Source: an optimization exercise on an open RTL-to-GDS flow (aim: small area). Production flows keep margins and buffers that such runs may drop.
At most, simulation tests tie the RTL to the original design; equivalence was not proved.
Power is estimated from default activity; no workload was simulated.

== main ==
==> module gpio_debounce, before the edit <==
module gpio_debounce
(
  input  logic                PCLK,
  input  logic                PRESETn,
  input  logic                sync_en,
  input  logic                pin_raw,
  input  logic                db_t0,
  input  logic [gpio_32_pkg::DB_CNT_W-1:0] db_nt,
  output logic                pin_stb,
  output logic                pin_nchg
);
  localparam int W = gpio_32_pkg::DB_CNT_W;
  logic          meta_r;
  logic          sync_r;
  logic          stb_r;
  logic [W-1:0]  cnt_r;    
  logic [W-1:0]  cnt_s;    
  logic [W-1:0]  cnt_d;
  logic [W:0]    ge_s;     
  logic [W-1:0]  cy_s;     
  logic          hit_s;
  logic          clr_s;
  logic          nflip_s;
  logic          nchg_r;
  assign ge_s[0] = 1'b1;
  gpio_g_nand u_ge0 (.a(cnt_r[0]), .b(db_t0), .y(ge_s[1]));   
  for (genvar i = 1; i < W; i++) begin : g_cmp
    gpio_g_maj u_maj (.a(cnt_s[i]), .b(ge_s[i]), .c(db_nt[i]), .y(ge_s[i+1]));
  end
  assign hit_s = ge_s[W];
  gpio_g_nor u_b0 (.a(cnt_r[0]), .b(clr_s), .y(cnt_d[0]));
  assign cnt_s = {cnt_r[W-1:1], ~cnt_r[0]};
  assign cy_s[0] = 1'b1;
  assign cy_s[1] = cnt_s[0];
  if (1) begin : g_b1
    logic nor_s;
    gpio_g_andn u_c (.a(cnt_r[0]), .b(cnt_r[1]), .y(cy_s[2]));
    gpio_g_andn u_o (.a(cnt_r[1]), .b(cnt_r[0]), .y(nor_s));
    gpio_g_nor3 u_d (.a(nor_s), .b(cy_s[2]), .c(clr_s), .y(cnt_d[1]));
  end
  for (genvar i = 2; i < W - 1; i++) begin : g_inc
    logic nor_s;
    gpio_g_and  u_c (.a(cnt_r[i]), .b(cy_s[i]), .y(cy_s[i+1]));
    gpio_g_nor  u_o (.a(cnt_r[i]), .b(cy_s[i]), .y(nor_s));
    gpio_g_nor3 u_d (.a(nor_s), .b(cy_s[i+1]), .c(clr_s), .y(cnt_d[i]));
  end
  if (1) begin : g_bw
    logic nor_s;
    gpio_g_nor u_o (.a(cnt_r[W-1]), .b(cy_s[W-1]), .y(nor_s));
    gpio_g_nor u_d (.a(nor_s), .b(clr_s), .y(cnt_d[W-1]));
  end
  logic nsync_s;
  logic ndiff_s;
  logic stb_d;
  gpio_g_nand u_ns   (.a(sync_r), .b(sync_en), .y(nsync_s));
  gpio_g_xor  u_nd   (.a(nsync_s), .b(stb_r), .y(ndiff_s));
  gpio_g_or   u_clr  (.a(ndiff_s), .b(hit_s), .y(clr_s));
  gpio_g_orn  u_nflp (.a(hit_s), .b(ndiff_s), .y(nflip_s));
  gpio_g_xnor_clr u_stb (.a(stb_r), .b(nflip_s), .c(PRESETn), .y(stb_d));
  always_ff @(posedge PCLK) begin
    meta_r <= pin_raw;
    sync_r <= meta_r;
    stb_r  <= stb_d;
    nchg_r <= nflip_s;
    cnt_r  <= cnt_d;
  end
  assign pin_stb = stb_r;
  assign pin_nchg = nchg_r;
endmodule
==> flow/config.mk <==
export PLATFORM = sky130hd
export DESIGN_NAME = gpio_32_top
export DESIGN_NICKNAME = gpio_32_top
export VERILOG_FILES = /design/flow/design.v
export SDC_FILE = /design/flow/constraint.sdc
export NUM_CORES = 4
export LEC_CHECK = 0
export CAP_MARGIN = 10
export CORE_MARGIN = 2
export CORE_UTILIZATION = 70
export CTS_CLUSTER_DIAMETER = 90
export CTS_CLUSTER_SIZE = 30
export SLEW_MARGIN = 10
export SYNTH_HIERARCHICAL = 1
export SYNTH_MINIMUM_KEEP_SIZE = 0
==> flow/constraint.sdc <==
create_clock -name core_clock -period 10.0 [get_ports {PCLK}]
set_input_delay 2.0000 -clock core_clock [delete_from_list [all_inputs] [get_ports {PCLK}]]
set_output_delay 2.0000 -clock core_clock [all_outputs]
set_load 0.01 [all_outputs]
standard.sh (not shown) runs the stock make flow with config.mk's settings and CLKGATE_MAP_FILE= SYNTH_SCRIPT=/design/flow/synth_recipe.tcl, a recipe that flattens the netlist after the stock synthesis.
==> flow/flow/run.sh <==
#!/bin/bash
# Layout flow: the standard synthesis unchanged, then the standard
# ORFS layout with these changes:
#   - ports are buffered with the smallest buffer (buf_1) instead of the
#     default choice;
#   - clock tree synthesis inserts no dummy loads (clkload cells);
#   - after floorplan, combinational cells that synthesis upsized are set back
#     to their smallest drive strength (flip-flops are left as they are);
#     the later repair steps upsize again wherever slew, load or timing need it.
# Each step's full output goes to its own log file in this folder.
set -euo pipefail
here=$(pwd)
bash standard.sh synth > "$here/flow_synth.log" 2>&1
bash standard.sh \
  "BUFFER_PORTS_ARGS=-buffer_cell sky130_fd_sc_hd__buf_1" \
  "POST_FLOORPLAN_TCL=$here/flow/downsize.tcl" \
  "CTS_ARGS=-sink_clustering_enable -repair_clock_nets -sink_clustering_size 30 -sink_clustering_max_diameter 90 -dont_use_dummy_load" \
  finish > "$here/flow_layout.log" 2>&1
==> flow/flow/downsize.tcl <==
# Set every combinational standard cell to the smallest drive strength of its
# family (same function and pins). Flip-flops keep the cell synthesis gave them.
set db [ord::get_db]
set block [[$db getChip] getBlock]
set n_swapped 0
set area_before 0.0
set area_after 0.0
foreach inst [$block getInsts] {
  set master [$inst getMaster]
  set name [$master getName]
  if {![regexp {^(sky130_fd_sc_hd__[a-z0-9]+)_([0-9]+)$} $name -> base size]} { continue }
  if {[regexp {df|dl|sdf|edf|tap|fill|decap|conb|clkbuf|clkinv|clkdly|dlygate|diode} $base]} { continue }
  set best ""
  set best_area 0
  foreach sz {0 1 2} {
    if {$sz >= $size} { break }
    set cand [$db findMaster "${base}_${sz}"]
    if {$cand eq "NULL" || $cand eq ""} { continue }
    set a [expr {[$cand getWidth] * [$cand getHeight]}]
    set cur [expr {[$master getWidth] * [$master getHeight]}]
    if {$a < $cur && ($best eq "" || $a <= $best_area)} {
      set best $cand
      set best_area $a
    }
  }
  if {$best ne ""} {
    set area_before [expr {$area_before + [$master getWidth] * [$master getHeight] / 1e6}]
    set area_after [expr {$area_after + $best_area / 1e6}]
    $inst swapMaster $best
    incr n_swapped
  }
}
puts "downsize: swapped $n_swapped instances, area $area_before -> $area_after um2"
main finished every step from synthesis to the final layout, and the layout passed the timing, DRC and antenna checks.
Edits applied to the flow inputs when going from main to the feature branch:
--- a/flow/design.v
+++ b/flow/design.v
@@ -101,17 +101,13 @@
   for (genvar i = 2; i < W - 1; i++) begin : g_inc
     logic nor_s;
     gpio_g_and  u_c (.a(cnt_r[i]), .b(cy_s[i]), .y(cy_s[i+1]));
     gpio_g_nor  u_o (.a(cnt_r[i]), .b(cy_s[i]), .y(nor_s));
     gpio_g_nor3 u_d (.a(nor_s), .b(cy_s[i+1]), .c(clr_s), .y(cnt_d[i]));
   end
-  if (1) begin : g_bw
-    logic nor_s;
-    gpio_g_nor u_o (.a(cnt_r[W-1]), .b(cy_s[W-1]), .y(nor_s));
-    gpio_g_nor u_d (.a(nor_s), .b(clr_s), .y(cnt_d[W-1]));
-  end
+  gpio_g_xor_clr u_bw (.a(cnt_r[W-1]), .b(cy_s[W-1]), .c(clr_s), .y(cnt_d[W-1]));
   logic nsync_s;
   logic ndiff_s;
   logic stb_d;
   gpio_g_nand u_ns   (.a(sync_r), .b(sync_en), .y(nsync_s));
   gpio_g_xor  u_nd   (.a(nsync_s), .b(stb_r), .y(ndiff_s));
   gpio_g_or   u_clr  (.a(ndiff_s), .b(hit_s), .y(clr_s));
Results
Summary of the feature branch over main: setup slack after placement moved up; sequential fraction of total cell area now sits lower; total stage count of the critical path held. Going from main to the feature branch, core utilization increased 0.21 points, aggregate routed wire length decreased 2.1%, footprint of the multi-input gates increased 1.0%, post-layout minimum cycle time increased 0.032 ns. Any difference in share of layout cells above drive strength 1 between main and the feature branch is small enough to ignore.
No functional check of the RTL was part of any run of this note.

* * *

Setup of violet:
gpio_32_top, a different RTL version from the one above (not shown whole).
For scale: about 3,400 cells after synthesis, roughly 850 flip-flops, about 180 I/O pins, ~38,000 sq um of cells after synthesis.
==> module gpio_g_xnor_clr, before the edit <==
module gpio_g_xnor_clr (input logic a, b, c, output logic y);
  assign y = ~((a ^ b) | c);
endmodule
==> module gpio_debounce, before the edit <==
module gpio_debounce
(
  input  logic                PCLK,
  input  logic                PRESETn,
  input  logic                sync_en,
  input  logic                pin_raw,
  input  logic [gpio_32_pkg::DB_CNT_W-1:0] db_ntm,
  output logic                pin_stb,
  output logic                pin_nchg
);
  localparam int W = gpio_32_pkg::DB_CNT_W;
  logic          meta_r;
  logic          sync_r;
  logic          stb_r;
  logic [W-1:0]  cnt_r;
  logic [W-1:0]  cnt_d;
  logic [W:0]    ge_s;     
  logic [W-1:0]  cy_s;     
  logic          hit_s;
  logic          clr_s;
  logic          nflip_s;
  logic          nchg_r;
  gpio_g_or u_ge0 (.a(cnt_r[0]), .b(db_ntm[0]), .y(ge_s[1]));
  for (genvar i = 1; i < W; i++) begin : g_cmp
    gpio_g_maj u_maj (.a(cnt_r[i]), .b(ge_s[i]), .c(db_ntm[i]), .y(ge_s[i+1]));
  end
  assign hit_s = ge_s[W];
  gpio_g_nor u_b0 (.a(cnt_r[0]), .b(clr_s), .y(cnt_d[0]));
  assign cy_s[1] = cnt_r[0];
  for (genvar i = 1; i < W - 1; i++) begin : g_inc
    logic nor_s;
    gpio_g_and  u_c (.a(cnt_r[i]), .b(cy_s[i]), .y(cy_s[i+1]));
    gpio_g_nor  u_o (.a(cnt_r[i]), .b(cy_s[i]), .y(nor_s));
    gpio_g_nor3 u_d (.a(nor_s), .b(cy_s[i+1]), .c(clr_s), .y(cnt_d[i]));
  end
  gpio_g_xor_clr u_bw (.a(cnt_r[W-1]), .b(cy_s[W-1]), .c(clr_s), .y(cnt_d[W-1]));
  logic nsync_s;
  logic ndiff_s;
  logic stb_d;
  gpio_g_nand u_ns   (.a(sync_r), .b(sync_en), .y(nsync_s));
  gpio_g_xor  u_nd   (.a(nsync_s), .b(stb_r), .y(ndiff_s));
  gpio_g_or   u_clr  (.a(ndiff_s), .b(hit_s), .y(clr_s));
  gpio_g_orn  u_nflp (.a(hit_s), .b(ndiff_s), .y(nflip_s));
  gpio_g_xnor_clr u_stb (.a(stb_r), .b(nflip_s), .c(PRESETn), .y(stb_d));
  always_ff @(posedge PCLK) begin
    meta_r <= pin_raw;
    sync_r <= meta_r;
    stb_r  <= stb_d;
    nchg_r <= nflip_s;
    cnt_r  <= cnt_d;
  end
  assign pin_stb = stb_r;
  assign pin_nchg = nchg_r;
endmodule
export LEC_CHECK = 0
export CAP_MARGIN = 10
export CORE_MARGIN = 2
export CORE_UTILIZATION = 70
export CTS_CLUSTER_DIAMETER = 60
export CTS_CLUSTER_SIZE = 30
export SLEW_MARGIN = 10
export SYNTH_HIERARCHICAL = 1
export SYNTH_MINIMUM_KEEP_SIZE = 0
create_clock -name core_clock -period 10.0 [get_ports {PCLK}]
==> flow/flow/run.sh <==
#!/bin/bash
# Layout flow: the standard synthesis unchanged, then the standard
# ORFS layout with these changes:
#   - ports are buffered with the smallest buffer (buf_1) instead of the
#     default choice;
#   - clock tree synthesis inserts no dummy loads (clkload cells);
#   - after floorplan, combinational cells that synthesis upsized are set back
#     to their smallest drive strength (flip-flops are left as they are);
#     the later repair steps upsize again wherever slew, load or timing need it.
# Each step's full output goes to its own log file in this folder.
set -euo pipefail
here=$(pwd)
bash standard.sh synth > "$here/flow_synth.log" 2>&1
bash standard.sh \
  "BUFFER_PORTS_ARGS=-buffer_cell sky130_fd_sc_hd__buf_1" \
  "POST_FLOORPLAN_TCL=$here/flow/downsize.tcl" \
  "CTS_ARGS=-sink_clustering_enable -repair_clock_nets -sink_clustering_size 30 -sink_clustering_max_diameter 60 -dont_use_dummy_load" \
  finish > "$here/flow_layout.log" 2>&1
Scripts as last shown in full above: flow/flow/downsize.tcl
violet has completed all stages; timing, DRC and antenna checks passed.
Modified inputs, pepper compared to violet
--- a/flow/design.v
+++ b/flow/design.v
@@ -44,12 +44,12 @@
   assign y = a ^ b;
 endmodule
 module gpio_g_or (input logic a, b, output logic y);
   assign y = a | b;
 endmodule
-module gpio_g_xnor_clr (input logic a, b, c, output logic y);
-  assign y = ~((a ^ b) | c);
+module gpio_g_andn (input logic a, b, output logic y);
+  assign y = ~a & b;
 endmodule
 module gpio_g_orn (input logic a, b, output logic y);
   assign y = ~a | b;
 endmodule
 module gpio_g_maj (input logic a, b, c, output logic y);
@@ -73,10 +73,11 @@
   logic [W-1:0]  cnt_d;
   logic [W:0]    ge_s;     
   logic [W-1:0]  cy_s;     
   logic          hit_s;
   logic          clr_s;
+  logic          flip_s;
   logic          nflip_s;
   logic          nchg_r;
   gpio_g_or u_ge0 (.a(cnt_r[0]), .b(db_ntm[0]), .y(ge_s[1]));
   for (genvar i = 1; i < W; i++) begin : g_cmp
     gpio_g_maj u_maj (.a(cnt_r[i]), .b(ge_s[i]), .c(db_ntm[i]), .y(ge_s[i+1]));
@@ -95,12 +96,13 @@
   logic ndiff_s;
   logic stb_d;
   gpio_g_nand u_ns   (.a(sync_r), .b(sync_en), .y(nsync_s));
   gpio_g_xor  u_nd   (.a(nsync_s), .b(stb_r), .y(ndiff_s));
   gpio_g_or   u_clr  (.a(ndiff_s), .b(hit_s), .y(clr_s));
+  gpio_g_andn u_flip (.a(ndiff_s), .b(hit_s), .y(flip_s));
   gpio_g_orn  u_nflp (.a(hit_s), .b(ndiff_s), .y(nflip_s));
-  gpio_g_xnor_clr u_stb (.a(stb_r), .b(nflip_s), .c(PRESETn), .y(stb_d));
+  gpio_g_xor_clr u_stb (.a(stb_r), .b(flip_s), .c(PRESETn), .y(stb_d));
   always_ff @(posedge PCLK) begin
     meta_r <= pin_raw;
     sync_r <= meta_r;
     stb_r  <= stb_d;
     nchg_r <= nflip_s;
Results
Going from violet to pepper, final area increased about 0.5%; clock-buffer cell count essentially unchanged; number of violations reported at the end of detailed-routing iteration 0 saw a decrease; fmax rose by about 0.7%. Leakage component of the power delta (pepper -> violet): insignificant. pepper finished all stages; the layout is clean. Mean post-synth cell area: pepper vs violet, no meaningful difference. pepper against violet; total wire length after detailed routing is down by a few percent. Going from violet to pepper, post-route clock period utilization moved down; utilization decreased by 0.87 points relative to the old numbers; slew of the pin with the lowest slew margin -0.080 ns; wire length of the first global-routing pass lower.
Only the layout flow was run in violet; the RTL was not checked for function there.

[port drivers added, routing unchanged]
The flow's constraints put no driver on any port. The routed layouts listed below were extracted and timed again, unchanged, in two steps.
Step 1 (the two cells are an assumption about what drives the block):
set clk [get_ports {PCLK}]
set_driving_cell -lib_cell sky130_fd_sc_hd__clkbuf_16 $clk
set_driving_cell -lib_cell sky130_fd_sc_hd__buf_2 [delete_from_list [all_inputs] $clk]
Step 2, shift: input delay + t, output delay - t, t = (earliest + latest rising clock arrival at the registers) / 2. This alone moves slack from input paths to output paths.
Slacks: no drivers / after step 1 / after step 2; pairs: no drivers / after step 1.
run	t (ns)	setup slack, ns	worst setup path after step 2	latest minus earliest clock arrival (ns)	worst data-port slew with drivers (ns)
main	0.649	2.451 / 2.451 / 2.451	register to register	0.033 / 0.034	0.12
the feature branch	0.637	2.419 / 2.419 / 2.419	register to register	0.060 / 0.061	0.09
violet	0.667	1.137 / 1.137 / 1.137	register to register	0.084 / 0.084	0.11
pepper	0.660	1.203 / 1.203 / 1.203	register to register	0.077 / 0.077	0.08
After both steps setup and hold are still met in every run listed.
